Source: an optimization exercise on an open RTL-to-GDS flow (aim: small area, a short achievable clock period and few clock cycles per item). Production flows keep margins and buffers that such runs may drop.
Only simulation tests tie the RTL to the original design; equivalence was not proved.

==> design.v <==
package aes_pkg;
  localparam int NUM_ROUNDS = 10;   
  localparam logic [7:0] REG_KEY0   = 8'h00;   
  localparam logic [7:0] REG_PT0    = 8'h10;   
  localparam logic [7:0] REG_CTRL   = 8'h20;   
  localparam logic [7:0] REG_STATUS = 8'h24;   
  localparam logic [7:0] REG_CT0    = 8'h30;   
  localparam logic [1:0] RESP_OKAY   = 2'b00;
  localparam logic [1:0] RESP_SLVERR = 2'b10;
  function automatic logic [7:0] xtime(input logic [7:0] b);
    xtime = {b[6:0], 1'b0} ^ (b[7] ? 8'h1b : 8'h00);
  endfunction
  function automatic logic [7:0] rcon(input logic [3:0] round);
    logic [7:0] rc;
    case (round)
      4'd1:    rc = 8'h01;
      4'd2:    rc = 8'h02;
      4'd3:    rc = 8'h04;
      4'd4:    rc = 8'h08;
      4'd5:    rc = 8'h10;
      4'd6:    rc = 8'h20;
      4'd7:    rc = 8'h40;
      4'd8:    rc = 8'h80;
      4'd9:    rc = 8'h1b;
      4'd10:   rc = 8'h36;
      default: rc = 8'h00;
    endcase
    rcon = rc;
  endfunction
endpackage
module aes_sbox2 (
  input  logic [7:0] a,        
  output logic [3:0] m_next,   
  input  logic [3:0] m,        
  output logic [7:0] y         
);
  logic U0, U1, U2, U3, U4, U5, U6, U7;
  logic T1, T2, T3, T4, T5, T6, T7, T8, T9, T10, T11, T12;
  logic T13, T14, T15, T16, T17, T18, T19, T20, T21, T22, T23, T24;
  logic T25, T26, T27, M1, M2, M3, M4, M5, M6, M7, M8, M9;
  logic M10, M11, M12, M13, M14, M15, M16, M17, M18, M19, M20, M21;
  logic M22, M23, M24, M25, M26, M27, M28, M29, M30, M31, M32, M33;
  logic M34, M35, M36, M41, M42, M43, M44, M45, M46, M47, M48, M49;
  logic M50, M51, M52, M53, M54, M55, M56, M57, M58, M59, M60, M61;
  logic M62, M63, L0, L1, L2, L3, L4, L5, L6, L7, L8, L9;
  logic L10, L11, L12, L13, L14, L15, L16, L17, L18, L19, L20, L21;
  logic L22, L23, L24, L25, L26, L27, L28, L29;
  logic M37, M38, M39, M40;       
  logic M37_d, M38_d, M39_d, M40_d;
  assign {U0, U1, U2, U3, U4, U5, U6, U7} = a;   
  assign T1 = U0 ^ U3;
  assign T2 = U0 ^ U5;
  assign T3 = U0 ^ U6;
  assign T4 = U3 ^ U5;
  assign T5 = U4 ^ U6;
  assign T6 = T1 ^ T5;
  assign T7 = U1 ^ U2;
  assign T8 = U7 ^ T6;
  assign T9 = U7 ^ T7;
  assign T10 = T6 ^ T7;
  assign T11 = U1 ^ U5;
  assign T12 = U2 ^ U5;
  assign T13 = T3 ^ T4;
  assign T14 = T6 ^ T11;
  assign T15 = T5 ^ T11;
  assign T16 = T5 ^ T12;
  assign T17 = T9 ^ T16;
  assign T18 = U3 ^ U7;
  assign T19 = T7 ^ T18;
  assign T20 = T1 ^ T19;
  assign T21 = U6 ^ U7;
  assign T22 = T7 ^ T21;
  assign T23 = T2 ^ T22;
  assign T24 = T2 ^ T10;
  assign T25 = T20 ^ T17;
  assign T26 = T3 ^ T16;
  assign T27 = T1 ^ T12;
  assign M1 = T13 & T6;
  assign M2 = T23 & T8;
  assign M3 = T14 ^ M1;
  assign M4 = T19 & U7;
  assign M5 = M4 ^ M1;
  assign M6 = T3 & T16;
  assign M7 = T22 & T9;
  assign M8 = T26 ^ M6;
  assign M9 = T20 & T17;
  assign M10 = M9 ^ M6;
  assign M11 = T1 & T15;
  assign M12 = T4 & T27;
  assign M13 = M12 ^ M11;
  assign M14 = T2 & T10;
  assign M15 = M14 ^ M11;
  assign M16 = M3 ^ M2;
  assign M17 = M5 ^ T24;
  assign M18 = M8 ^ M7;
  assign M19 = M10 ^ M15;
  assign M20 = M16 ^ M13;
  assign M21 = M17 ^ M15;
  assign M22 = M18 ^ M13;
  assign M23 = M19 ^ T25;
  assign M24 = M22 ^ M23;
  assign M25 = M22 & M20;
  assign M26 = M21 ^ M25;
  assign M27 = M20 ^ M21;
  assign M28 = M23 ^ M25;
  assign M29 = M28 & M27;
  assign M30 = M26 & M24;
  assign M31 = M20 & M23;
  assign M32 = M27 & M31;
  assign M33 = M27 ^ M25;
  assign M34 = M21 & M22;
  assign M35 = M24 & M34;
  assign M36 = M24 ^ M25;
  assign M37_d = M21 ^ M29;
  assign M38_d = M32 ^ M33;
  assign M39_d = M23 ^ M30;
  assign M40_d = M35 ^ M36;
  assign m_next = {M37_d, M38_d, M39_d, M40_d};
  assign {M37, M38, M39, M40} = m;
  assign M41 = M38 ^ M40;
  assign M42 = M37 ^ M39;
  assign M43 = M37 ^ M38;
  assign M44 = M39 ^ M40;
  assign M45 = M42 ^ M41;
  assign M46 = M44 & T6;
  assign M47 = M40 & T8;
  assign M48 = M39 & U7;
  assign M49 = M43 & T16;
  assign M50 = M38 & T9;
  assign M51 = M37 & T17;
  assign M52 = M42 & T15;
  assign M53 = M45 & T27;
  assign M54 = M41 & T10;
  assign M55 = M44 & T13;
  assign M56 = M40 & T23;
  assign M57 = M39 & T19;
  assign M58 = M43 & T3;
  assign M59 = M38 & T22;
  assign M60 = M37 & T20;
  assign M61 = M42 & T1;
  assign M62 = M45 & T4;
  assign M63 = M41 & T2;
  assign L0 = M61 ^ M62;
  assign L1 = M50 ^ M56;
  assign L2 = M46 ^ M48;
  assign L3 = M47 ^ M55;
  assign L4 = M54 ^ M58;
  assign L5 = M49 ^ M61;
  assign L6 = M62 ^ L5;
  assign L7 = M46 ^ L3;
  assign L8 = M51 ^ M59;
  assign L9 = M52 ^ M53;
  assign L10 = M53 ^ L4;
  assign L11 = M60 ^ L2;
  assign L12 = M48 ^ M51;
  assign L13 = M50 ^ L0;
  assign L14 = M52 ^ M61;
  assign L15 = M55 ^ L1;
  assign L16 = M56 ^ L0;
  assign L17 = M57 ^ L1;
  assign L18 = M58 ^ L8;
  assign L19 = M63 ^ L4;
  assign L20 = L0 ^ L1;
  assign L21 = L1 ^ L7;
  assign L22 = L3 ^ L12;
  assign L23 = L18 ^ L2;
  assign L24 = L15 ^ L9;
  assign L25 = L6 ^ L10;
  assign L26 = L7 ^ L9;
  assign L27 = L8 ^ L10;
  assign L28 = L11 ^ L14;
  assign L29 = L11 ^ L17;
  assign y[7] = L6 ^ L24;
  assign y[6] = ~(L16 ^ L26);
  assign y[5] = ~(L19 ^ L28);
  assign y[4] = L6 ^ L21;
  assign y[3] = L20 ^ L22;
  assign y[2] = L25 ^ L29;
  assign y[1] = ~(L13 ^ L27);
  assign y[0] = ~(L6 ^ L23);
endmodule
module aes_round (
  input  logic [127:0] state_in,
  output logic [63:0]  mid_next,    
  input  logic [63:0]  mid,         
  input  logic         final_round,   
  output logic [127:0] state_out
);
  logic [127:0] shifted;   
  for (genvar c = 0; c < 4; c++)
  begin : g_col
    for (genvar r = 0; r < 4; r++)
    begin : g_row
      aes_sbox2 i_sbox (
        .a      (state_in[127 - 8*(4*((c + r) % 4) + r) -: 8]),
        .m_next (mid_next[63 - 4*(4*c + r) -: 4]),
        .m      (mid[63 - 4*(4*c + r) -: 4]),
        .y      (shifted[127 - 8*(4*c + r) -: 8])
      );
    end
    logic [7:0] s0, s1, s2, s3;
    logic [7:0] p0, p1, p2, p3;
    logic [31:0] mixed, plain;
    assign s0 = shifted[127 - 8*(4*c)     -: 8];
    assign s1 = shifted[127 - 8*(4*c + 1) -: 8];
    assign s2 = shifted[127 - 8*(4*c + 2) -: 8];
    assign s3 = shifted[127 - 8*(4*c + 3) -: 8];
    assign p0 = s0 ^ s1;
    assign p1 = s1 ^ s2;
    assign p2 = s2 ^ s3;
    assign p3 = s3 ^ s0;
    assign mixed[31:24] = aes_pkg::xtime(p0) ^ p1 ^ s3;
    assign mixed[23:16] = aes_pkg::xtime(p1) ^ p2 ^ s0;
    assign mixed[15:8]  = aes_pkg::xtime(p2) ^ p3 ^ s1;
    assign mixed[7:0]   = aes_pkg::xtime(p3) ^ p0 ^ s2;
    assign plain        = {s0, s1, s2, s3};
    assign state_out[127 - 32*c -: 32] = final_round ? plain : mixed;
  end
endmodule
module aes_key_sched (
  input  logic [127:0] key_in,      
  output logic [15:0]  kmid_next,
  input  logic [15:0]  kmid,
  input  logic [7:0]   rcon,
  output logic [127:0] round_key
);
  logic [31:0] w0, w1, w2, w3;
  logic [31:0] temp;
  logic [31:0] p1, p2, p3;
  assign {w0, w1, w2, w3} = key_in;
  aes_sbox2 i_sb0 (.a (w3[23:16]), .m_next (kmid_next[15:12]), .m (kmid[15:12]), .y (temp[31:24]));
  aes_sbox2 i_sb1 (.a (w3[15:8]),  .m_next (kmid_next[11:8]),  .m (kmid[11:8]),  .y (temp[23:16]));
  aes_sbox2 i_sb2 (.a (w3[7:0]),   .m_next (kmid_next[7:4]),   .m (kmid[7:4]),   .y (temp[15:8]));
  aes_sbox2 i_sb3 (.a (w3[31:24]), .m_next (kmid_next[3:0]),   .m (kmid[3:0]),   .y (temp[7:0]));
  assign p1 = w0 ^ w1;
  assign p2 = p1 ^ w2;
  assign p3 = p2 ^ w3;
  assign round_key[127:96] = (w0 ^ {rcon, 24'h0}) ^ temp;
  assign round_key[95:64]  = (p1 ^ {rcon, 24'h0}) ^ temp;
  assign round_key[63:32]  = (p2 ^ {rcon, 24'h0}) ^ temp;
  assign round_key[31:0]   = (p3 ^ {rcon, 24'h0}) ^ temp;
endmodule
`timescale 1ns/1ps
module aes_core (
  input  logic         clk,
  input  logic         reset,
  input  logic         start,        
  input  logic [127:0] key,
  input  logic [127:0] plaintext,
  output logic         busy,         
  output logic         done,         
  output logic         finish,       
  output logic [127:0] ciphertext
);
  logic [127:0] state_q;     
  logic [127:0] key_q;       
  logic [63:0]  mid_q;       
  logic [63:0]  mid_d;
  logic [15:0]  kmid_q;      
  logic [15:0]  kmid_d;
  logic [127:0] round_key;   
  logic [127:0] round_out;   
  logic [127:0] key_d;
  logic         load;
  logic [3:0]   round_q;     
  logic         phase_q;
  logic         busy_q;
  logic         done_q;
  logic         last;
  assign last = round_q == 4'(aes_pkg::NUM_ROUNDS);
  aes_key_sched i_key_sched (
    .key_in    (key_q),
    .kmid_next (kmid_d),
    .kmid      (kmid_q),
    .rcon      (aes_pkg::rcon(round_q)),
    .round_key (round_key)
  );
  aes_round i_round (
    .state_in    (state_q),
    .mid_next    (mid_d),
    .mid         (mid_q),
    .final_round (last),
    .state_out   (round_out)
  );
  assign key_d = busy_q ? round_key : key;
  assign load = busy_q ? phase_q : start;
  always_ff @(posedge clk)
  begin
    mid_q  <= mid_d;
    kmid_q <= kmid_d;
    if (!busy_q || phase_q)
      key_q <= key_d;
    if (load)
      state_q <= (busy_q ? round_out : plaintext) ^ key_d;
  end
  always_ff @(posedge clk or negedge reset)
  begin
    if (!reset)
    begin
      round_q <= '0;
      phase_q <= 1'b0;
      busy_q  <= 1'b0;
      done_q  <= 1'b0;
    end
    else if (start)
    begin
      round_q <= 4'd1;
      phase_q <= 1'b0;
      busy_q  <= 1'b1;
      done_q  <= 1'b0;   
    end
    else if (busy_q)
    begin
      phase_q <= !phase_q;
      if (phase_q)
      begin
        if (last)
        begin
          busy_q <= 1'b0;
          done_q <= 1'b1;
        end
        else
          round_q <= round_q + 4'd1;
      end
    end
  end
  assign busy       = busy_q;
  assign done       = done_q;
  assign finish     = busy_q && last;
  assign ciphertext = state_q;
endmodule
`timescale 1ns/1ps
module aes_axil_write #(
  parameter int ADDR_W = 8
) (
  input  logic              clk,
  input  logic              reset,
  input  logic [ADDR_W-1:0] awaddr,
  input  logic              awvalid,
  output logic              awready,
  input  logic [31:0]       wdata,
  input  logic [3:0]        wstrb,
  input  logic              wvalid,
  output logic              wready,
  output logic [1:0]        bresp,
  output logic              bvalid,
  input  logic              bready,
  output logic              start,       
  output logic [127:0]      key,
  output logic [127:0]      plaintext,
  input  logic              busy
);
  localparam logic [ADDR_W-1:0] KEY_A  = ADDR_W'(aes_pkg::REG_KEY0);
  localparam logic [ADDR_W-1:0] PT_A   = ADDR_W'(aes_pkg::REG_PT0);
  localparam logic [ADDR_W-1:0] CTRL_A = ADDR_W'(aes_pkg::REG_CTRL);
  localparam logic [ADDR_W-1:0] STAT_A = ADDR_W'(aes_pkg::REG_STATUS);
  localparam logic [ADDR_W-1:0] CT_A   = ADDR_W'(aes_pkg::REG_CT0);
  logic         ready_q;   
  logic         accept;
  logic         is_key, is_pt, is_ctrl, is_stat, is_ct;
  logic         mapped;
  logic [1:0]   word;
  logic [127:0] key_q;
  logic [127:0] pt_q;
  logic         wr_q;      
  logic         wkey_q;    
  logic [1:0]   wword_q;
  logic [3:0]   wstrb_q;
  logic [31:0]  wdata_q;
  assign accept  = awvalid && wvalid && ready_q;   
  assign awready = ready_q;
  assign wready  = ready_q;
  assign word    = awaddr[3:2];                                 
  assign is_key  = awaddr[ADDR_W-1:4] == KEY_A[ADDR_W-1:4];    
  assign is_pt   = awaddr[ADDR_W-1:4] == PT_A[ADDR_W-1:4];
  assign is_ct   = awaddr[ADDR_W-1:4] == CT_A[ADDR_W-1:4];     
  assign is_ctrl = awaddr[ADDR_W-1:2] == CTRL_A[ADDR_W-1:2];
  assign is_stat = awaddr[ADDR_W-1:2] == STAT_A[ADDR_W-1:2];   
  assign mapped  = is_key || is_pt || is_ctrl || is_stat || is_ct;
  assign start     = accept && is_ctrl && wdata[0] && !busy;
  assign key       = key_q;
  assign plaintext = pt_q;
  always_ff @(posedge clk)
  begin
    wkey_q  <= is_key;
    wword_q <= word;
    wstrb_q <= wstrb;
    wdata_q <= wdata;
  end
  always_ff @(posedge clk or negedge reset)
  begin
    if (!reset)
    begin
      wr_q  <= 1'b0;
      key_q <= '0;
      pt_q  <= '0;
    end
    else
    begin
      wr_q <= accept && (is_key || is_pt);
      if (wr_q)
      begin
        for (int k = 0; k < 4; k++)
        begin
          if (wstrb_q[k] && wkey_q)
            key_q[32 * (3 - int'(wword_q)) + 8*k +: 8] <= wdata_q[8*k +: 8];
          if (wstrb_q[k] && !wkey_q)
            pt_q[32 * (3 - int'(wword_q)) + 8*k +: 8] <= wdata_q[8*k +: 8];
        end
      end
    end
  end
  always_ff @(posedge clk or negedge reset)
  begin
    if (!reset)
    begin
      ready_q <= 1'b0;
      bvalid  <= 1'b0;
      bresp   <= aes_pkg::RESP_OKAY;
    end
    else if (accept)
    begin
      ready_q <= 1'b0;
      bvalid  <= 1'b1;   
      bresp   <= mapped ? aes_pkg::RESP_OKAY : aes_pkg::RESP_SLVERR;
    end
    else if (bvalid)
    begin
      if (bready)
      begin
        bvalid  <= 1'b0;
        ready_q <= 1'b1;
      end
    end
    else
      ready_q <= 1'b1;   
  end
endmodule
`timescale 1ns/1ps
module aes_axil_read #(
  parameter int ADDR_W = 8
) (
  input  logic              clk,
  input  logic              reset,
  input  logic [ADDR_W-1:0] araddr,
  input  logic              arvalid,
  output logic              arready,
  output logic [31:0]       rdata,
  output logic [1:0]        rresp,
  output logic              rvalid,
  input  logic              rready,
  input  logic [127:0]      plaintext,
  input  logic              busy,
  input  logic              done,
  input  logic              finish,      
  input  logic [127:0]      ciphertext
);
  localparam logic [ADDR_W-1:0] KEY_A  = ADDR_W'(aes_pkg::REG_KEY0);
  localparam logic [ADDR_W-1:0] PT_A   = ADDR_W'(aes_pkg::REG_PT0);
  localparam logic [ADDR_W-1:0] CTRL_A = ADDR_W'(aes_pkg::REG_CTRL);
  localparam logic [ADDR_W-1:0] STAT_A = ADDR_W'(aes_pkg::REG_STATUS);
  localparam logic [ADDR_W-1:0] CT_A   = ADDR_W'(aes_pkg::REG_CT0);
  logic        accept;
  logic        is_stat;
  logic        wait_q;    
  logic        respond;
  logic        take;      
  logic [1:0]  word;
  logic [1:0]  status;    
  logic [31:0] rd_data;
  logic [1:0]  rd_resp;
  assign accept  = arvalid && arready;
  assign word    = araddr[3:2];
  assign is_stat = araddr[ADDR_W-1:2] == STAT_A[ADDR_W-1:2];
  assign status  = finish ? 2'b10 : {done, busy};
  assign respond = accept ? !(is_stat && busy && !finish) : (wait_q && (finish || !busy));
  assign take = wait_q ? (finish || !busy) : !rvalid;
  always_comb
  begin
    rd_data = '0;
    rd_resp = aes_pkg::RESP_OKAY;
    if (wait_q)
      rd_data = {30'b0, status};   
    else if (araddr[ADDR_W-1:4] == PT_A[ADDR_W-1:4])
      rd_data = plaintext[32 * (3 - int'(word)) +: 32];
    else if (araddr[ADDR_W-1:4] == CT_A[ADDR_W-1:4])
      rd_data = ciphertext[32 * (3 - int'(word)) +: 32];
    else if (is_stat)
      rd_data = {30'b0, status};
    else if (araddr[ADDR_W-1:4] != KEY_A[ADDR_W-1:4]
             && araddr[ADDR_W-1:2] != CTRL_A[ADDR_W-1:2])
      rd_resp = aes_pkg::RESP_SLVERR;   
  end
  always_ff @(posedge clk or negedge reset)
  begin
    if (!reset)
    begin
      arready <= 1'b0;
      rvalid  <= 1'b0;
      wait_q  <= 1'b0;
    end
    else if (respond)
    begin
      arready <= 1'b0;   
      rvalid  <= 1'b1;
      wait_q  <= 1'b0;
    end
    else if (accept)
    begin
      arready <= 1'b0;
      wait_q  <= 1'b1;
    end
    else if (rvalid && rready)
    begin
      rvalid  <= 1'b0;
      arready <= 1'b1;
    end
    else if (!rvalid && !wait_q)
      arready <= 1'b1;   
  end
  always_ff @(posedge clk)
  begin
    if (take)
    begin
      rdata <= rd_data;
      rresp <= rd_resp;
    end
  end
endmodule
`timescale 1ns/1ps
module aes_top #(
  parameter int ADDR_W = 8
) (
  input  logic              clk,
  input  logic              reset,
  input  logic [ADDR_W-1:0] awaddr,
  input  logic              awvalid,
  output logic              awready,
  input  logic [31:0]       wdata,
  input  logic [3:0]        wstrb,
  input  logic              wvalid,
  output logic              wready,
  output logic [1:0]        bresp,
  output logic              bvalid,
  input  logic              bready,
  input  logic [ADDR_W-1:0] araddr,
  input  logic              arvalid,
  output logic              arready,
  output logic [31:0]       rdata,
  output logic [1:0]        rresp,
  output logic              rvalid,
  input  logic              rready
);
  logic         start;        
  logic [127:0] key;
  logic [127:0] plaintext;
  logic         busy;         
  logic         done;         
  logic         finish;       
  logic [127:0] ciphertext;
  aes_axil_write #(.ADDR_W(ADDR_W)) i_axil_write (
    .clk       (clk),
    .reset     (reset),
    .awaddr    (awaddr),
    .awvalid   (awvalid),
    .awready   (awready),
    .wdata     (wdata),
    .wstrb     (wstrb),
    .wvalid    (wvalid),
    .wready    (wready),
    .bresp     (bresp),
    .bvalid    (bvalid),
    .bready    (bready),
    .start     (start),
    .key       (key),
    .plaintext (plaintext),
    .busy      (busy)
  );
  aes_core i_core (
    .clk        (clk),
    .reset      (reset),
    .start      (start),
    .key        (key),
    .plaintext  (plaintext),
    .busy       (busy),
    .done       (done),
    .finish     (finish),
    .ciphertext (ciphertext)
  );
  aes_axil_read #(.ADDR_W(ADDR_W)) i_axil_read (
    .clk        (clk),
    .reset      (reset),
    .araddr     (araddr),
    .arvalid    (arvalid),
    .arready    (arready),
    .rdata      (rdata),
    .rresp      (rresp),
    .rvalid     (rvalid),
    .rready     (rready),
    .plaintext  (plaintext),
    .busy       (busy),
    .done       (done),
    .finish     (finish),
    .ciphertext (ciphertext)
  );
endmodule
==> flow/run.sh <==
#!/bin/bash
# Layout flow: the standard flow, except that
#  - synthesis maps the logic with the ABC script in flow/synth.abc (area-oriented
#    mapping that keeps the xor structure of the s-boxes) instead of ORFS's speed script;
#  - the make calls get the extra settings in EXTRA (repair aims at a larger setup margin).
# Everything else (yosys synth -nofsm -noshare, flattening, renaming, floorplan to finish,
# the final DEF) is the standard flow.
set -euo pipefail
W=$PWD
F=$W/flow
EXTRA="SETUP_SLACK_MARGIN=5.6"

# ORFS synthesis script with only the abc script replaced
sed -e 's|^\( *\)log_cmd abc {\*}\$abc_args|\1set abc_args [lreplace $abc_args 1 1 '"$F"'/synth.abc]\n\1log_cmd abc {*}$abc_args|' \
  "$FLOW_HOME/scripts/synth.tcl" > "$W/synth_custom.tcl"
grep -q "$F/synth.abc" "$W/synth_custom.tcl"
sed -e 's|source \$::env(SCRIPTS_DIR)/synth.tcl|source '"$W"'/synth_custom.tcl|' synth_recipe.tcl > "$W/synth_recipe_custom.tcl"
grep -q "synth_custom.tcl" "$W/synth_recipe_custom.tcl"

# standard.sh with the extra settings; synthesis also with the custom script
sed -e 's|"\${@:-finish}"|'"$EXTRA"' "${@:-finish}"|' standard.sh > "$W/layout_custom.sh"
grep -q "$EXTRA" "$W/layout_custom.sh"
sed -e 's|SYNTH_SCRIPT=[^ ]*|SYNTH_SCRIPT='"$W"'/synth_recipe_custom.tcl|' "$W/layout_custom.sh" > "$W/synth_custom.sh"

bash "$W/synth_custom.sh" synth > "$W/synth.log" 2>&1
bash "$W/layout_custom.sh" > "$W/layout.log" 2>&1
==> flow/synth.abc <==
strash
&get -n
&dch -f
&nf -R 1000
&put
==> standard.sh <==
#!/bin/bash
# synth_recipe.tcl (not shown) runs the flow's synth.tcl, then flattens the netlist and writes it again
# the make line also repeats each setting of config.mk as NAME=value (left out here)
make -C /OpenROAD-flow-scripts/flow DESIGN_CONFIG=/design/flow/config.mk WORK_HOME=/design/flow/orfs CLKGATE_MAP_FILE= SYNTH_SCRIPT=/design/flow/synth_recipe.tcl "${@:-finish}"
==> config.mk <==
export PLATFORM = sky130hd
export DESIGN_NAME = aes_top
export DESIGN_NICKNAME = aes_top
export VERILOG_FILES = /design/flow/design.v
export SDC_FILE = /design/flow/constraint.sdc
export NUM_CORES = 4
export LEC_CHECK = 0
export CAP_MARGIN = 20
export CELL_PAD_IN_SITES_DETAIL_PLACEMENT = 1
export CELL_PAD_IN_SITES_GLOBAL_PLACEMENT = 2
export CORE_MARGIN = 2
export CORE_UTILIZATION = 40
export PLACE_DENSITY = 0.55
export SLEW_MARGIN = 20
==> constraint.sdc <==
create_clock -name core_clock -period 10.0 [get_ports {clk}]
set_input_delay 2.0000 -clock core_clock [delete_from_list [all_inputs] [get_ports {clk}]]
set_output_delay 2.0000 -clock core_clock [all_outputs]
set_load 0.01 [all_outputs]
==> metrics.json, run 1 <==
{
  "outcome": "finished clean",
  "initial_core_util_pct": 40.3,
  "slew_headroom_pct": 25.6,
  "antenna_violations_before_repair": 8,
  "gp_congestion": 0.908,
  "grt_setup_unrepaired": "yes",
  "setup.reg_to_reg.worst_slack_ns": 5.62,
  "synth_top_area_share_pct": 26.7,
  "vias_per_cell": 5.49,
  "fmax_mhz": 228,
  "synth_seq_area_share_pct": 35.3,
  "vias": 40800,
  "critPathKind": "flip-flop to flip-flop",
  "crit_required_ns": 10.43,
  "cts_max_level": 3,
  "layout.filler_cells": 14100,
  "routed_wire_length_per_instance_um": 27.7,
  "area_overhead_vs_synth_pct": 19.7,
  "hpwl_mm": 157,
  "vias_in_the_first_global_route": 42100,
  "fp.dieArea_mm2": 0.129,
  "critPathLaunchType": "flip-flop",
  "post-place-ws_ns": 4.37,
  "layout-drive-gt1-share_pct": 11.1,
  "finalWorstPathRequiredPeriod_ns": 4.38,
  "hp-start": "i_axil_write.key_q[60]",
  "launch_point_of_the_worst_reg_to_reg_path": "i_core.key_q[10]",
  "detailedRoute.firstPassIterationCount": 5,
  "floorplan.rows": 130,
  "syn-mean-instance-area_um2": 9.46,
  "setup_viol_count_final": 0,
  "grt_overflow": 0,
  "synth-async-reset-ratio_pct": 39.8,
  "cts_buffer_depth": 3,
  "timing.final.ws_setup_ns": 5.62,
  "ioPinCount": 100,
  "holdPathEnd": "i_axil_write.key_q[60]",
  "post-synth-top-area-cell": "xnor2_1",
  "postSynthCellCount": 5334,
  "tritoncts": "yes",
  "number_of_flops_mapped_to_enable_cells_by_yosys": 289,
  "grt_first_pass_wirelength_mm": 297,
  "drc": 0,
  "drt.antenna.violating_nets": 0,
  "worst_pin_slew_ns": 1.12,
  "yosys_most_used_dff": "edfxtp_1",
  "hold_depth": 2,
  "clk_latency_ns": 0.73,
  "die_y_um": 359,
  "hold_buffers": 0,
  "arrival_ns": 4.81,
  "tritoncts.num_buffers": 89,
  "worstReg2RegEnd": "i_core.state_q[52]",
  "syn_area_mm2": 0.0505,
  "post_synthesis_register_bit_count": 678,
  "final.period_utilization_pct": 43.8,
  "skew_final_ns": 0.0438,
  "cts_num_sinks": 678,
  "synth_top_cells_by_area": "xnor2_1 (27%), edfxtp_1 (17%), dfrtp_1 (13%)",
  "endpoint_kind": "flip-flop",
  "yosysWarningCount": 4,
  "first_iter_violations": 3035,
  "layout.cells.most_common_list": "xnor2_1 (1353), xor2_1 (661), nand2_1 (611), nor2_1 (392), edfxtp_1 (289)",
  "grt_max_degree": 157,
  "cts-root-buf": "clkbuf_16",
  "synth_cell_types": 45,
  "final_common_cell": "xnor2_1",
  "die_width_um": 359,
  "clk_pin_slew_worst_paths_ns": 0.06,
  "report.final.hold_viol_count": 0,
  "wirelength_mm": 205,
  "port-buffer-count": 93,
  "maxCapViolations": 0,
  "timing_max_transition_violations_final": 0,
  "holdCritPathClass": "flip-flop to flip-flop",
  "core-area_mm2": 0.125,
  "timing.critical_path.fanout_max": 5,
  "totalNegativeSetupSlack_ns": 0,
  "grt_use_total_pct": 31.3,
  "worst_r2r_path_depth": 11,
  "final_net_count": 5801
}
synthesized netlist by cell type, drive strengths merged, types with 4 or more instances:
cell type,instances
o22a,4
clkinv,95
mux2i,12
a31oi,7
mux2,13
o41ai,16
ha,50
nand3,83
nand2b,74
xor2,751
o221ai,46
xnor2,1537
nor2,394
dfxtp,119
mux4,32
nand2,614
and2,28
a221oi,34
o22ai,88
o21ai,291
dfrtp,270
a22oi,8
a21oi,289
nor2b,36
edfxtp,289
and3,30
a22o,65
nor3,21
o211ai,10
cell type report:
type                    count  area [um^2]  share of cell area [%]
diodes                      1         2.50                 0.00414
flip-flops and latches    678        17800                    29.5
well taps                1650         2060                    3.42
inverters                  95          357                   0.590
clock inverters            40          389                   0.644
repair buffers            268         2320                    3.84
multi-input cells        4560        34900                    57.8
clock buffers             128         2560                    4.23
per-layer routing:
layer  vias to the layer above  track usage, %  wire (um)
met5                         -               0         35
met4                         6            9.51       6820
met3                       270            4.22      11000
met2                      1107            50.9      95500
met1                     20700            43.1      91800
li1                      18700               -          -
stage by stage:
stage / instances / hold WS, ns / instance area, um^2 / utilization [%]
after floorplan: 5335 / 0.443 / 50500 / -
after global routing: 7419 / 0.504 / 60400 / 48.2
after detailed placement: 7174 / 0.468 / 54300 / 43.3
final: 7420 / 0.478 / 60400 / 48.2
after CTS: 7365 / 0.481 / 58700 / 46.8
after global placement: 7174 / 0.459 / 54300 / 43.3
logic make-up (layout without fill, tap and decap cells):
logic type | Yosys count | after routing | synth area share, %
simple gates | 1289 | 1290 | 10.7
buf+inv | 98 | 531 | 0.751
xor+xnor | 2289 | 2289 | 39.7
mux | 57 | 57 | 1.96
flops | 678 | 678 | 35.3
compound gates | 872 | 872 | 10.3
other cells | 1 | 3 | 0.00743
fa+ha+maj | 50 | 50 | 1.24
flip-flops by register name, summed over array words and instances (netlist names), 2 cells and up:
signal / cells
i_axil_write.pt_q: 128
i_axil_write.key_q: 128
i_core.kmid_q: 16
i_axil_read.rdata: 32
i_core.round_q: 4
i_core.mid_q: 64
i_core.state_q: 128
i_core.key_q: 128
i_axil_write.wdata_q: 32
i_axil_write.wword_q: 2
i_axil_write.wstrb_q: 4
timing repair:
item | in CTS | in global routing
pin swaps | 18 | 24
cloned | 1 | 0
setup buffers | 22 | 54
endpoints found under the setup margin | 168 | 120
resized for setup | 156 | 164
critical path: stages, from the launching register on:
cell,delay (ns)
edfxtp_1,0.55
xor2_1,0.25
xnor2_1,0.50
nand2_1,0.14
xnor2_1,0.41
xor2_1,0.30
xnor2_1,0.15
xnor2_1,0.33
xor2_1,0.44
xnor2_1,0.17
mux2_1,0.35
xor2_1,0.50
how the worst max path moves through the flow:
stage	from	end	slack, ns	depth (start not counted)
2_1_floorplan	i_core.busy_q	i_core.round_q[3]	2.88	5
3_3_place_gp	awaddr[3]	i_core.state_q[119]	4.39	7
3_5_place_dp	awaddr[3]	i_core.state_q[119]	4.37	7
4_1_cts	i_core.state_q[17]	i_core.state_q[51]	5.39	13
5_1_grt	i_core.key_q[10]	i_core.state_q[52]	5.48	11
6_report	i_core.key_q[10]	i_core.state_q[52]	5.62	11
Testbench counts, summed over its fixed seeds: cycles 5,056, blocks 128.
==> inputs of run 2 (changes only) <==
--- a/flow/run.sh
+++ b/flow/run.sh
@@ -10,3 +10,3 @@
 F=$W/flow
-EXTRA="SETUP_SLACK_MARGIN=5.6"
+EXTRA="SETUP_SLACK_MARGIN=5.75"
 
--- a/config.mk
+++ b/config.mk
@@ -11,4 +11,4 @@
 export CORE_MARGIN = 2
-export CORE_UTILIZATION = 40
-export PLACE_DENSITY = 0.55
+export CORE_UTILIZATION = 45
+export PLACE_DENSITY = 0.65
 export SLEW_MARGIN = 20
==> run 2 against run 1 <==
  * Synthesized cell count stayed put
  * Register-to-register slack better by 0.09 ns
  * Clock skew is 0.0039 ns lower
  * Die area is 11% lower
  * Clock-buffer cell count is 5 lower
  * Utilization is 6.7 points higher
  * Sequential share of layout area is 0.24 points lower
  * Sequential cell count stayed put
==> metrics.json, run 2 <==
{
  "outcome": "finished clean",
  "wirelength_mm": 202,
  "worst_pin_slew_ns": 1.16,
  "critPathLaunchType": "flip-flop",
  "vias": 41300,
  "critPathMostFrequentCell": "xnor2_1",
  "floorplan.rows": 122,
  "number_of_flops_mapped_to_enable_cells_by_yosys": 289,
  "routed_wire_length_per_instance_um": 27.7,
  "grt_use_total_pct": 34.1,
  "finalWorstPathRequiredPeriod_ns": 4.29,
  "cts_buffer_depth": 3,
  "layout.filler_cells": 12400,
  "critical_path.endpoint": "i_core.state_q[59]",
  "setup.reg_to_reg.worst_slack_ns": 5.71,
  "post-synth-top-area-cell": "xnor2_1",
  "port-buffer-count": 93,
  "arrival_ns": 4.71,
  "core-area_mm2": 0.111,
  "initial_core_util_pct": 45.5,
  "synth_top_area_share_pct": 26.7,
  "report.final.hold_viol_count": 0,
  "grt_first_pass_wirelength_mm": 290,
  "area_overhead_vs_synth_pct": 20.7,
  "launch_point_of_the_worst_reg_to_reg_path": "i_core.state_q[17]",
  "ioPinCount": 100,
  "tritoncts.num_buffers": 85,
  "clk_latency_ns": 0.69,
  "crit_buf_inv": 1,
  "critical_path.cell_chain": "xor2_4 -> xor2_4 -> xor2_1 -> nand2b_1 -> xnor2_1 -> xnor2_1 -> xnor2_1 -> xnor2_1 -> buf_4 -> xnor2_1 -> xnor2_1 -> xnor2_2 -> o221ai_1 -> xnor2_1",
  "endpoint_kind": "flip-flop",
  "yosys_most_used_dff": "edfxtp_1",
  "vias_per_cell": 5.67,
  "top_count_cell_post_synth": "xnor2_1",
  "cts_num_sinks": 678,
  "tritoncts": "yes",
  "final_cell_area_mm2": 0.0609,
  "first_iter_violations": 3736,
  "grt_use_met3_pct": 5.06,
  "grtUsageMet2_pct": 54.4,
  "grt_setup_unrepaired": "yes",
  "synth.cells.most_frequent": "xnor2_1 (1537), xor2_1 (751), nand2_1 (614), nor2_1 (394), o21ai_0 (291)",
  "postSynthCellCount": 5334,
  "cpMaxStageDelayCell": "edfxtp_1",
  "worstSetupStartpoint": "i_core.state_q[17]",
  "worst_r2r_path_depth": 14,
  "globalRoute.busiestLayer": "met2",
  "hpwl_mm": 151,
  "holdCritPathClass": "flip-flop to flip-flop",
  "drc": 0,
  "synth-async-reset-ratio_pct": 39.8,
  "die_y_um": 339,
  "grt_max_degree": 169,
  "layout.cells.most_common_list": "xnor2_1 (1329), xor2_1 (651), nand2_1 (610), nor2_1 (392), edfxtp_1 (289)",
  "slew_headroom_pct": 22.4,
  "syn-mean-instance-area_um2": 9.46,
  "detailed_place.area_mm2": 0.0542,
  "timing.critical_path.slowest_cell_delay_ns": 0.57,
  "fmax_mhz": 233,
  "drt.antenna.violating_nets": 0,
  "synth_cell_types": 45,
  "syn_area_mm2": 0.0505,
  "timing_max_transition_violations_final": 0,
  "final_common_cell": "xnor2_1",
  "die_width_um": 339,
  "totalNegativeSetupSlack_ns": 0,
  "grt_overflow": 0,
  "fp.dieArea_mm2": 0.115,
  "yosysWarningCount": 4,
  "final_net_count": 5824,
  "met1_usage_pct": 46.1,
  "maxCapViolations": 0,
  "gp_congestion": 0.965,
  "vias_in_the_first_global_route": 42100,
  "synth_seq_area_share_pct": 35.3,
  "setup_viol_count_final": 0,
  "layout-drive-gt1-share_pct": 12.2,
  "clk_pin_slew_worst_paths_ns": 0.06,
  "fin_hold_ws_ns": 0.478,
  "cts_max_level": 3,
  "skew_final_ns": 0.0399,
  "worstReg2RegEnd": "i_core.state_q[59]",
  "cts-root-buf": "clkbuf_16",
  "synth_top_cells_by_area": "xnor2_1 (27%), edfxtp_1 (17%), dfrtp_1 (13%)",
  "timing.critical_path.fanout_max": 5,
  "worst_path_dominant_cell_family": "XOR/XNOR gates",
  "final.period_utilization_pct": 42.9,
  "antenna_violations_before_repair": 7,
  "post_synthesis_register_bit_count": 678,
  "cp.depth": 14,
  "critPathKind": "flip-flop to flip-flop",
  "detailedRoute.firstPassIterationCount": 6,
  "crit_required_ns": 10.42
}
-- run 2: cells by family after synthesis --
family	share of synthesized area, %
compound gates	10.3
xor+xnor	39.7
fa+ha+maj	1.24
buf+inv	0.751
flops	35.3
mux	1.96
other cells	0.00743
simple gates	10.7
-- run 2: timing repair --
item / CTS / global route
buffers inserted: 29 / 72
gates resized for setup: 199 / 188
pin swaps: 14 / 26
hold buffers: 0 / 0
endpoints found under the setup margin: 180 / 117
-- run 2: final cells by class --
cell class / count / area, um^2 / area share (%)
timing repair buffer: 296 / 2600 / 4.27
tap: 1488 / 1860 / 3.06
multi-input combinational: 4559 / 35500 / 58.3
sequential: 678 / 17800 / 29.3
antenna: 1 / 2.50 / 0.00411
clock inverter: 36 / 322 / 0.528
clock buffer: 123 / 2440 / 4.01
inverter: 95 / 357 / 0.585
-- run 2: tightest hold or removal path, cell delays in order (launching register included) --
cell and delay (ns):
dfrtp_1 0.34, nand2_1 0.04, o21ai_0 0.06
-- run 2: how the worst min path moves through the flow --
stage,start,end,slack [ns],depth (start not counted)
floorplan,i_axil_write.key_q[16],i_axil_write.key_q[16],0.44,2
global placement,i_axil_write.key_q[52],i_axil_write.key_q[52],0.46,2
detailed placement,i_axil_write.key_q[32],i_axil_write.key_q[32],0.47,2
CTS,i_axil_write.key_q[32],i_axil_write.key_q[32],0.48,2
global route,i_axil_write.key_q[58],i_axil_write.key_q[58],0.51,2
finish,i_axil_write.key_q[72],i_axil_write.key_q[72],0.48,2
-- run 2: per-layer routing --
metal | part of all wire (%) | wire length (um)
met5 | 0.013 | 26
met4 | 5.0 | 10000
met3 | 6.7 | 13500
met2 | 46 | 92500
met1 | 42 | 85600
-- run 2: stage by stage --
stage / std cells / util, % / setup slack, ns
2_1_floorplan: 5335 / - / 2.88
3_3_place_gp: 7015 / 48.8 / 4.89
3_5_place_dp: 7015 / 48.8 / 4.91
4_1_cts: 7203 / 52.9 / 5.66
5_1_grt: 7275 / 54.9 / 5.50
6_report: 7276 / 54.9 / 5.71
==> inputs of run 3 (changes only) <==
--- a/flow/run.sh
+++ b/flow/run.sh
@@ -4,3 +4,5 @@
 #    mapping that keeps the xor structure of the s-boxes) instead of ORFS's speed script;
-#  - the make calls get the extra settings in EXTRA (repair aims at a larger setup margin).
+#  - the make calls get the extra settings in EXTRA: repair aims at a larger setup
+#    margin, and the port buffers that placement inserts on every input and output are
+#    buf_2 cells rather than the default delay buffer.
 # Everything else (yosys synth -nofsm -noshare, flattening, renaming, floorplan to finish,
@@ -10,3 +12,3 @@
 F=$W/flow
-EXTRA="SETUP_SLACK_MARGIN=5.75"
+EXTRA='SETUP_SLACK_MARGIN=5.75 BUFFER_PORTS_ARGS="-buffer_cell sky130_fd_sc_hd__buf_2"'
 
--- a/config.mk
+++ b/config.mk
@@ -11,4 +11,4 @@
 export CORE_MARGIN = 2
-export CORE_UTILIZATION = 45
-export PLACE_DENSITY = 0.65
+export CORE_UTILIZATION = 40
+export PLACE_DENSITY = 0.55
 export SLEW_MARGIN = 20
==> run 3 against run 2 <==
  * First-iteration DRC count is 8.1% lower
  * Final cell count up 2.6%
  * Clock skew down 0.017 ns
  * Die area increased by 12%
  * Still clean on timing, DRC and antenna
  * Worst setup slack improved by 0.065 ns
  * Hold slack got worse by 0.0030 ns
  * Non-clock buffer count grew 26
  * Global-route usage is 2.5 points lower
  * Fmax increased by 1.5%
  * Area after synthesis unchanged
  * Final area increased by 0.65%
==> metrics.json, run 3 <==
{
  "outcome": "finished clean",
  "worst_r2r_path_depth": 14,
  "place.detailed.instances": 7179,
  "launch_point_of_the_worst_reg_to_reg_path": "i_core.state_q[28]",
  "layout.cells.most_common_list": "xnor2_1 (1301), xor2_1 (627), nand2_1 (611), nor2_1 (391), edfxtp_1 (289)",
  "worstReg2RegEnd": "i_core.state_q[3]",
  "totalNegativeSetupSlack_ns": 0,
  "final_common_cell": "xnor2_1",
  "worst_path_dominant_cell_family": "XOR/XNOR gates",
  "hold_buffers": 0,
  "slew_headroom_pct": 24.2,
  "vias": 41200,
  "first_iter_violations": 3435,
  "post-synth-top-area-cell": "xnor2_1",
  "layout.filler_cells": 14000,
  "core-area_mm2": 0.125,
  "maxCapViolations": 0,
  "synth-async-reset-ratio_pct": 39.8,
  "layout-drive-gt1-share_pct": 15.2,
  "critPathLaunchType": "flip-flop",
  "skew_final_ns": 0.0232,
  "tritoncts": "yes",
  "critical_path.cell_chain": "xnor2_2 -> xor2_2 -> xor2_1 -> nand2b_1 -> xnor2_2 -> xnor2_1 -> xnor2_1 -> xnor2_2 -> buf_4 -> xnor2_1 -> xnor2_1 -> xnor2_2 -> a21oi_1 -> xor2_1",
  "yosys_most_used_dff": "edfxtp_1",
  "fin_hold_ws_ns": 0.475,
  "worstSetupStartpoint": "i_core.state_q[28]",
  "synth.cells.most_frequent": "xnor2_1 (1537), xor2_1 (751), nand2_1 (614), nor2_1 (394), o21ai_0 (291)",
  "final_cells": 7468,
  "critical_path.endpoint": "i_core.state_q[3]",
  "synth_cell_types": 45,
  "cts_buffer_depth": 3,
  "final_util_pct": 48.9,
  "post_synthesis_register_bit_count": 678,
  "final.period_utilization_pct": 42.3,
  "port-buffer-count": 93,
  "vias_per_cell": 5.52,
  "grt_use_total_pct": 31.6,
  "timing.critical_path.fanout_max": 5,
  "routed_wire_length_per_instance_um": 27.9,
  "initial_core_util_pct": 40.3,
  "vias_in_the_first_global_route": 42000,
  "cts-root-buf": "clkbuf_16",
  "yosysWarningCount": 4,
  "top_count_cell_post_synth": "xnor2_1",
  "number_of_flops_mapped_to_enable_cells_by_yosys": 289,
  "grt_overflow": 0,
  "timing_max_transition_violations_final": 0,
  "synth_seq_area_share_pct": 35.3,
  "tritoncts.num_buffers": 86,
  "setup.reg_to_reg.worst_slack_ns": 5.77,
  "clk_latency_ns": 0.73,
  "floorplan.rows": 130,
  "timing.critical_path.slowest_cell_delay_ns": 0.51,
  "fp.dieArea_mm2": 0.129,
  "hpwl_mm": 157,
  "hold_depth": 2,
  "area_overhead_vs_synth_pct": 21.4,
  "synth_top_area_share_pct": 26.7,
  "cts_max_level": 3,
  "crit_buf_inv": 1,
  "critPathKind": "flip-flop to flip-flop",
  "wirelength_mm": 208,
  "postSynthCellCount": 5334,
  "grt_max_degree": 151,
  "final_net_count": 5852,
  "drt.antenna.violating_nets": 0,
  "gp_congestion": 0.932,
  "grt_setup_unrepaired": "yes",
  "antenna_violations_before_repair": 5,
  "synth_top_cells_by_area": "xnor2_1 (27%), edfxtp_1 (17%), dfrtp_1 (13%)",
  "finalWorstPathRequiredPeriod_ns": 4.23,
  "report.final.hold_viol_count": 0,
  "syn-mean-instance-area_um2": 9.46,
  "fmax_mhz": 237,
  "die_width_um": 359,
  "syn_area_mm2": 0.0505,
  "drc": 0,
  "detailedRoute.firstPassIterationCount": 5,
  "cp.depth": 14,
  "worst_pin_slew_ns": 1.13,
  "holdCritPathClass": "flip-flop to flip-flop",
  "die_y_um": 359,
  "cts_num_sinks": 678,
  "endpoint_kind": "flip-flop",
  "setup_viol_count_final": 0,
  "clk_pin_slew_worst_paths_ns": 0.06,
  "grt_first_pass_wirelength_mm": 299,
  "cpMaxStageDelayCell": "edfxtp_1",
  "crit_required_ns": 10.46,
  "arrival_ns": 4.69,
  "ioPinCount": 100
}
## run 3: cell counts after synthesis
Identical to the previous run, type by type.
## run 3: metrics by stage
step           worst slack (ns)  instance area (um^2)
2_1_floorplan              2.88                 50500
3_3_place_gp               4.69                 53900
3_5_place_dp               4.65                 53900
4_1_cts                    5.71                 59200
5_1_grt                    5.63                 61300
6_report                   5.77                 61300
## run 3: cell families (layout without fill, tap and decap cells)
| logic type | count (synthesis) | count (layout) | share of synthesized area, % |
|---|---|---|---|
| AOI/OAI and AO/OA | 872 | 872 | 10.3 |
| xor gates and xnor gates | 2289 | 2289 | 39.7 |
| adders and majority gates | 50 | 50 | 1.24 |
| buffers and inverters | 98 | 579 | 0.751 |
| DFF | 678 | 678 | 35.3 |
| muxes | 57 | 57 | 1.96 |
| other | 1 | 3 | 0.00743 |
| and+or+nand+nor | 1289 | 1290 | 10.7 |
## run 3: per-layer routing
layer / vias up / wire, um / global-route usage [%]
met4: 0 / 9050 / 12.0
met3: 333 / 12800 / 4.61
li1: 18800 / - / -
met5: - / 0 / 0
met2: 1245 / 95200 / 50.1
met1: 20900 / 91400 / 43.6
## run 3: how the worst min path moves through the flow
stage,start,endpoint,slack (ns)
detailed placement,i_axil_write.key_q[32],i_axil_write.key_q[32],0.47
global route,i_axil_write.key_q[53],i_axil_write.key_q[53],0.50
CTS,i_axil_write.key_q[32],i_axil_write.key_q[32],0.48
finish,i_axil_write.key_q[1],i_axil_write.key_q[1],0.48
global placement,i_axil_write.key_q[49],i_axil_write.key_q[49],0.46
floorplan,i_axil_write.key_q[16],i_axil_write.key_q[16],0.44
## run 3: layout make-up
cell class                 count  area [um^2]  share of cell area, %
inverter                      95          357                  0.582
multi-input combinational   4560        35800                   58.5
timing repair buffer         322         2320                   3.78
clock buffer                 116         2420                   3.95
clock inverter                46          479                  0.782
tap                         1650         2060                   3.37
sequential                   678        17800                   29.1
antenna                        1         2.50                0.00408
## run 3: worst min-delay path, stage by stage, from the launching register on
cell	delay [ns]
dfrtp_1	0.34
nand2_1	0.04
o21ai_0	0.06
## run 3: what timing repair did
action / in CTS / in global routing
gates cloned: 1 / 0
resized for setup: 257 / 185
pin swaps: 29 / 38
endpoints found under the setup margin: 192 / 121
buffers inserted: 47 / 78
==> inputs of run 4 (changes only) <==
==> flow/synth.abc (replaced) <==
strash
&get -n
&dch -f
&nf -R 1000 -p
&put
==> run 4 against run 3 <==
  * Highest routed layer is now met5
  * Critical path type unchanged
  * Still clean
  * Sequential cell count stayed put
  * Utilization hardly changed
  * Synthesized cell count is 0.19% lower
  * Die area hardly changed
  * Final area hardly changed
  * Clock skew is 0.00089 ns lower
  * Wire length is 0.19% higher
  * Clock-buffer cell count is 3 higher
==> metrics.json, run 4 <==
{
  "cts_max_level": 3,
  "detailedRoute.firstPassIterationCount": 5,
  "critPathKind": "flip-flop to flip-flop",
  "synth-async-reset-ratio_pct": 39.8,
  "floorplan.rows": 130,
  "critPathMostFrequentCell": "xnor2_1",
  "top_count_cell_post_synth": "xnor2_1",
  "timing_max_transition_violations_final": 0,
  "area.sequential_mm2": 0.0178,
  "number_of_flops_mapped_to_enable_cells_by_yosys": 289,
  "synth_seq_area_share_pct": 35.3,
  "initial_core_util_pct": 40.2,
  "crit_buf_inv": 1,
  "worst_pin_slew_ns": 1.11,
  "die_y_um": 359,
  "post-synth-top-area-cell": "xnor2_1",
  "cts-root-buf": "clkbuf_16",
  "crit_required_ns": 10.45,
  "cts_num_sinks": 678,
  "yosysWarningCount": 4,
  "vias": 41100,
  "die_width_um": 359,
  "critPathLaunchType": "flip-flop",
  "drc": 0,
  "arrival_ns": 4.69,
  "final_common_cell": "xnor2_1",
  "tritoncts.num_buffers": 84,
  "grt_overflow": 0,
  "finalWorstPathRequiredPeriod_ns": 4.25,
  "final_cell_area_mm2": 0.0614,
  "totalNegativeSetupSlack_ns": 0,
  "timing.final.ws_setup_ns": 5.75,
  "layout-drive-gt1-share_pct": 14.9,
  "clk_pin_slew_worst_paths_ns": 0.06,
  "routed_wire_length_per_instance_um": 28.0,
  "hpwl_mm": 157,
  "tritoncts": "yes",
  "layout.filler_cells": 14000,
  "outcome": "finished clean",
  "port-buffer-count": 93,
  "holdCritPathClass": "flip-flop to flip-flop",
  "area_overhead_vs_synth_pct": 21.6,
  "core-area_mm2": 0.125,
  "final_net_count": 5846,
  "synth_top_cells_by_area": "xnor2_1 (27%), edfxtp_1 (17%), dfrtp_1 (13%)",
  "yosys_most_used_dff": "edfxtp_1",
  "synth_cell_types": 44,
  "grt_max_degree": 112,
  "ioPinCount": 100,
  "report.final.hold_viol_count": 0,
  "vias_per_cell": 5.51,
  "timing.critical_path.slowest_cell_delay_ns": 0.61,
  "cpMaxStageDelayCell": "edfxtp_1",
  "maxCapViolations": 0,
  "detailed_place.area_mm2": 0.0539,
  "final.period_utilization_pct": 42.5,
  "grt_use_total_pct": 31.6,
  "grt_setup_unrepaired": "yes",
  "synth_top_area_share_pct": 26.7,
  "first_iter_violations": 3271,
  "post-place-ws_ns": 4.51,
  "critical_path.cell_chain": "xor2_1 -> xnor2_1 -> xnor2_1 -> nand2_1 -> xor2_2 -> xnor2_2 -> xnor2_4 -> buf_4 -> xnor2_2 -> xor2_1 -> xnor2_1 -> xnor2_1 -> o22ai_1 -> a21oi_1 -> xor2_1",
  "syn-mean-instance-area_um2": 9.48,
  "gp_congestion": 0.927,
  "fin_hold_ws_ns": 0.478,
  "worst_path_dominant_cell_family": "XOR/XNOR gates",
  "fp.dieArea_mm2": 0.129,
  "endpoint_kind": "flip-flop",
  "post_synthesis_register_bit_count": 678,
  "grt_first_pass_wirelength_mm": 299,
  "antenna_violations_before_repair": 6,
  "timing.critical_path.fanout_max": 6,
  "cts_buffer_depth": 3,
  "fmax_mhz": 236,
  "syn_area_mm2": 0.0505,
  "drt.antenna.violating_nets": 0,
  "synth.cells.most_frequent": "xnor2_1 (1540), xor2_1 (745), nand2_1 (601), nor2_1 (390), o21ai_0 (292)",
  "slew_headroom_pct": 25.7,
  "layout.cells.most_common_list": "xnor2_1 (1314), xor2_1 (631), nand2_1 (598), nor2_1 (388), edfxtp_1 (289)",
  "postSynthCellCount": 5324,
  "skew_final_ns": 0.0223,
  "vias_in_the_first_global_route": 42000,
  "wirelength_mm": 209,
  "clk_latency_ns": 0.71,
  "multi_input_area_mm2": 0.0359,
  "setup_viol_count_final": 0
}
-- run 4: cell count changes after synthesis, moves of 3 or more --
cell,change
nor2_1,-4
xor2_1,-6
nor2b_1,+9
clkinv_1,-6
xnor2_1,+3
nand2b_1,+10
nand2_1,-13
-- run 4: area by class of cell --
cell class	count	share of cell area, %
Clock buffer	119	3.87
Antenna cell	2	0.00816
Multi-Input combinational cell	4556	58.6
Tap cell	1650	3.36
Sequential cell	678	29.0
Timing Repair Buffer	328	3.88
Inverter	89	0.546
Clock inverter	39	0.726
-- run 4: timing repair --
action,in CTS,in global routing
cloned,1,0
resized for setup,236,206
setup endpoints to repair,185,125
setup buffers,35,103
pin swaps,19,38
hold buffers,0,0
-- run 4: cell families (layout without fill, tap and decap cells) --
kind of cell    Yosys count  count (layout)  synth area share (%)
compound gates          869             869                  10.2
fa+ha+maj                50              50                  1.24
simple gates           1290            1291                  10.8
flops                   678             678                  35.3
mux                      58              58                  1.98
buf+inv                  92             575                 0.707
xor+xnor               2286            2286                  39.7
other cells               1               4               0.00743
-- run 4: routing by layer --
metal  global-route usage, %  up-vias  share of wire (%)
met1                    43.8    20800                 44
met3                    4.60      325                6.2
met5                       0        -             0.0062
met2                    50.1     1258                 45
met4                    11.4        2                4.1
li1                        -    18700                  -
-- run 4: worst reg2reg max path, delay by kind of cell, from the launching register on --
family,cells,cell delay (ns)
simple gates,1,0.16
flops,1,0.61
compound gates,2,0.34
buf+inv,1,0.23
xor+xnor,11,2.64
-- run 4: final timing paths --
kind	end	from	slack (ns)	depth (start not counted)
worst max-delay path	i_core.state_q[1]	i_core.state_q[32]	5.75	15
worst min-delay path	i_axil_write.key_q[44]	i_axil_write.key_q[44]	0.48	2
worst max register to register	i_core.state_q[1]	i_core.state_q[32]	5.75	15
worst min register to register	i_axil_write.key_q[44]	i_axil_write.key_q[44]	0.48	2
max in group asynchronous	i_axil_read.wait_q	reset	7.16	2
min in group asynchronous	i_axil_write.key_q[35]	reset	1.34	1
-- run 4: per-stage QoR --
step / util, % / cells
final: 48.9 / 7461
after floorplan: - / 5325
after global placement: 42.9 / 7162
after detailed placement: 42.9 / 7162
after CTS: 46.9 / 7356
after global routing: 48.9 / 7459
==> inputs of run 5 (changes only) <==
==> flow/synth.abc (replaced) <==
strash
&get -n
&dch -f
&nf -R 1000
&put
--- a/config.mk
+++ b/config.mk
@@ -11,4 +11,4 @@
 export CORE_MARGIN = 2
-export CORE_UTILIZATION = 40
-export PLACE_DENSITY = 0.55
+export CORE_UTILIZATION = 35
+export PLACE_DENSITY = 0.5
 export SLEW_MARGIN = 20
==> run 5 against run 4 <==
  * Utilization fell by 5.1 points
  * Global-route usage fell by 2.5 points
  * Worst setup slack worse by 0.0021 ns
  * First-iteration DRC count shrank 9.2%
  * Final area rose by 2.3%
  * Critical path type unchanged
==> metrics.json, run 5 <==
{
  "drc": 0,
  "synth.cells.most_frequent": "xnor2_1 (1537), xor2_1 (751), nand2_1 (614), nor2_1 (394), o21ai_0 (291)",
  "post-place-ws_ns": 4.52,
  "cts-root-buf": "clkbuf_16",
  "yosysWarningCount": 4,
  "endpoint_kind": "flip-flop",
  "synth_top_cells_by_area": "xnor2_1 (27%), edfxtp_1 (17%), dfrtp_1 (13%)",
  "vias": 41000,
  "report.final.hold_viol_count": 0,
  "cpMaxStageDelayCell": "edfxtp_1",
  "cts_buffer_depth": 3,
  "critPathKind": "flip-flop to flip-flop",
  "wirelength_mm": 218,
  "initial_core_util_pct": 35.2,
  "number_of_flops_mapped_to_enable_cells_by_yosys": 289,
  "floorplan.rows": 139,
  "postSynthCellCount": 5334,
  "crit_required_ns": 10.46,
  "grt_first_pass_wirelength_mm": 309,
  "timing.critical_path.fanout_max": 5,
  "critPathMostFrequentCell": "xnor2_1",
  "hold_buffers": 0,
  "die_y_um": 384,
  "fp.dieArea_mm2": 0.147,
  "launch_point_of_the_worst_reg_to_reg_path": "i_core.state_q[15]",
  "setup.reg_to_reg.worst_slack_ns": 5.75,
  "skew_final_ns": 0.0324,
  "synth-async-reset-ratio_pct": 39.8,
  "synth_top_area_share_pct": 26.7,
  "final.period_utilization_pct": 42.5,
  "first_iter_violations": 2971,
  "arrival_ns": 4.70,
  "tritoncts": "yes",
  "syn-mean-instance-area_um2": 9.46,
  "maxCapViolations": 0,
  "grt_overflow": 0,
  "grt_setup_unrepaired": "yes",
  "final_common_cell": "xnor2_1",
  "worst_pin_slew_ns": 1.13,
  "detailedRoute.firstPassIterationCount": 5,
  "clk_latency_ns": 0.74,
  "tritoncts.num_buffers": 88,
  "post_synthesis_register_bit_count": 678,
  "clk_pin_slew_worst_paths_ns": 0.06,
  "cts_max_level": 3,
  "vias_per_cell": 5.28,
  "timing_max_transition_violations_final": 0,
  "holdCritPathClass": "flip-flop to flip-flop",
  "totalNegativeSetupSlack_ns": 0,
  "yosys_most_used_dff": "edfxtp_1",
  "ioPinCount": 100,
  "worstSetupStartpoint": "i_core.state_q[15]",
  "gp_congestion": 0.904,
  "outcome": "finished clean",
  "synth_cell_types": 45,
  "slew_headroom_pct": 24.5,
  "timing.final.ws_setup_ns": 5.75,
  "critical_path.cell_chain": "xnor2_4 -> xnor2_4 -> xnor2_1 -> nand2_1 -> xnor2_1 -> xnor2_2 -> xnor2_4 -> xor2_1 -> xnor2_1 -> xnor2_1 -> o221ai_1 -> xnor2_2",
  "antenna_violations_before_repair": 11,
  "grt_use_total_pct": 29.1,
  "layout.cells.most_common_list": "xnor2_1 (1293), xor2_1 (621), nand2_1 (609), nor2_1 (391), edfxtp_1 (289)",
  "final_net_count": 5904,
  "port-buffer-count": 93,
  "cts_num_sinks": 678,
  "crit_buf_inv": 0,
  "layout-drive-gt1-share_pct": 16.4,
  "final_cell_area_mm2": 0.0628,
  "vias_in_the_first_global_route": 41900,
  "core-area_mm2": 0.143,
  "syn_area_mm2": 0.0505,
  "post-synth-top-area-cell": "xnor2_1",
  "die_width_um": 384,
  "top_count_cell_post_synth": "xnor2_1",
  "worst_path_dominant_cell_family": "XOR/XNOR gates",
  "setup_viol_count_final": 0,
  "critPathLaunchType": "flip-flop",
  "detailed_place.area_mm2": 0.0543,
  "drt.antenna.violating_nets": 0,
  "area_overhead_vs_synth_pct": 24.3,
  "finalWorstPathRequiredPeriod_ns": 4.25,
  "hpwl_mm": 166,
  "fmax_mhz": 235,
  "routed_wire_length_per_instance_um": 28.1,
  "timing.critical_path.slowest_cell_delay_ns": 0.59,
  "grt_max_degree": 182,
  "hp-start": "i_axil_write.key_q[81]",
  "layout.filler_cells": 16000,
  "synth_seq_area_share_pct": 35.3
}
run 5: cell count changes in the layout (fill, tap and decap cells not counted), sizes merged, moves of 2 or more:
cell / change
nor2: +4
bufinv: +2
inv: +2
buf: +44
clkinvlp: -3
xnor2: -3
xor2: +6
nor2b: -9
nand2b: -10
clkbuf: +7
nand2: +13
clkinv: +6
run 5: worst paths after layout:
check / end / depth (start not counted)
worst min-delay path: i_axil_write.key_q[81] / 2
worst max-delay path: i_core.state_q[84] / 12
min in group asynchronous: i_axil_write.key_q[24] / 1
worst max register to register: i_core.state_q[84] / 12
worst min register to register: i_axil_write.key_q[81] / 2
max in group asynchronous: i_axil_write.pt_q[87] / 2
run 5: final cells by class:
type	count	area, um^2	share of cell area, %
multi-input cells	4560	36400	58.0
diodes	2	5.00	0.00797
flip-flops and latches	678	17800	28.4
inverters	95	358	0.570
well taps	1903	2380	3.79
repair buffers	372	2750	4.39
clock inverters	40	524	0.835
clock buffers	126	2540	4.04
run 5: what timing repair did:
item,CTS,global route
pin swaps,23,52
buffers inserted,44,135
resized for setup,284,208
gates cloned,1,0
setup endpoints to repair,199,133
run 5: worst reg2reg max path: cells and delay by family (launching register included):
family           cells  cell delay, ns
flip-flops           1            0.59
XOR/XNOR            10            2.97
AND/OR/NAND/NOR      1            0.11
AO/OA/AOI/OAI        1            0.31
run 5: routing by layer:
metal | part of all wire, % | GRT usage [%] | vias to the layer above
met5 | 0.011 | 0 | -
met4 | 3.4 | 8.97 | 4
met3 | 5.1 | 4.01 | 301
met2 | 46 | 46.7 | 1077
met1 | 45 | 40.5 | 20800
li1 | - | - | 18900
run 5: metrics by stage:
| stage | hold WS, ns | instances | utilization, % |
|---|---|---|---|
| 2_1_floorplan | 0.443 | 5335 | - |
| 3_3_place_gp | 0.461 | 7428 | 37.9 |
| 3_5_place_dp | 0.469 | 7428 | 37.9 |
| 4_1_cts | 0.482 | 7639 | 41.8 |
| 5_1_grt | 0.499 | 7774 | 43.8 |
| 6_report | 0.477 | 7776 | 43.8 |
run 5: cells by family (layout without fill, tap and decap cells):
family | after synthesis | after routing | synth area share [%]
buf+inv | 98 | 633 | 0.751
simple gates | 1289 | 1290 | 10.7
compound gates | 872 | 872 | 10.3
flops | 678 | 678 | 35.3
mux | 57 | 57 | 1.96
xor+xnor | 2289 | 2289 | 39.7
other cells | 1 | 4 | 0.00743
fa+ha+maj | 50 | 50 | 1.24

[separate check: timing with driven ports]
How much do the figures lean on ideal ports? The routed layouts below were timed once more, with nothing changed but the port constraints.
Step 1 sets driving cells, clkbuf_16 on the clock port and buf_2 on the other inputs (assumed; they add their load-dependent delay and slew).
Step 2 adds t to the input delays and takes it off the output delays; t is the mean of the earliest and latest rising clock arrival at the registers after step 1. Input paths then give back, and output paths get back, about the clock's delay inside the block.
Slacks: ideal ports / drivers / drivers and shift; pairs: ideal ports / drivers.
run	t, ns	setup WS [ns]	worst setup path at the end
run 1	0.789	5.617 / 5.617 / 5.242	input to register
run 2	0.738	5.708 / 5.708 / 5.267	input to register
run 3	0.793	5.773 / 5.773 / 5.149	input to register
run 4	0.774	5.754 / 5.754 / 5.125	input to register
run 5	0.802	5.752 / 5.752 / 5.334	input to register
After both steps setup and hold are still met in every run listed. The setup slack of run 4, which loses most, moves by 0.000 ns with the drivers and by -0.629 ns with both steps.
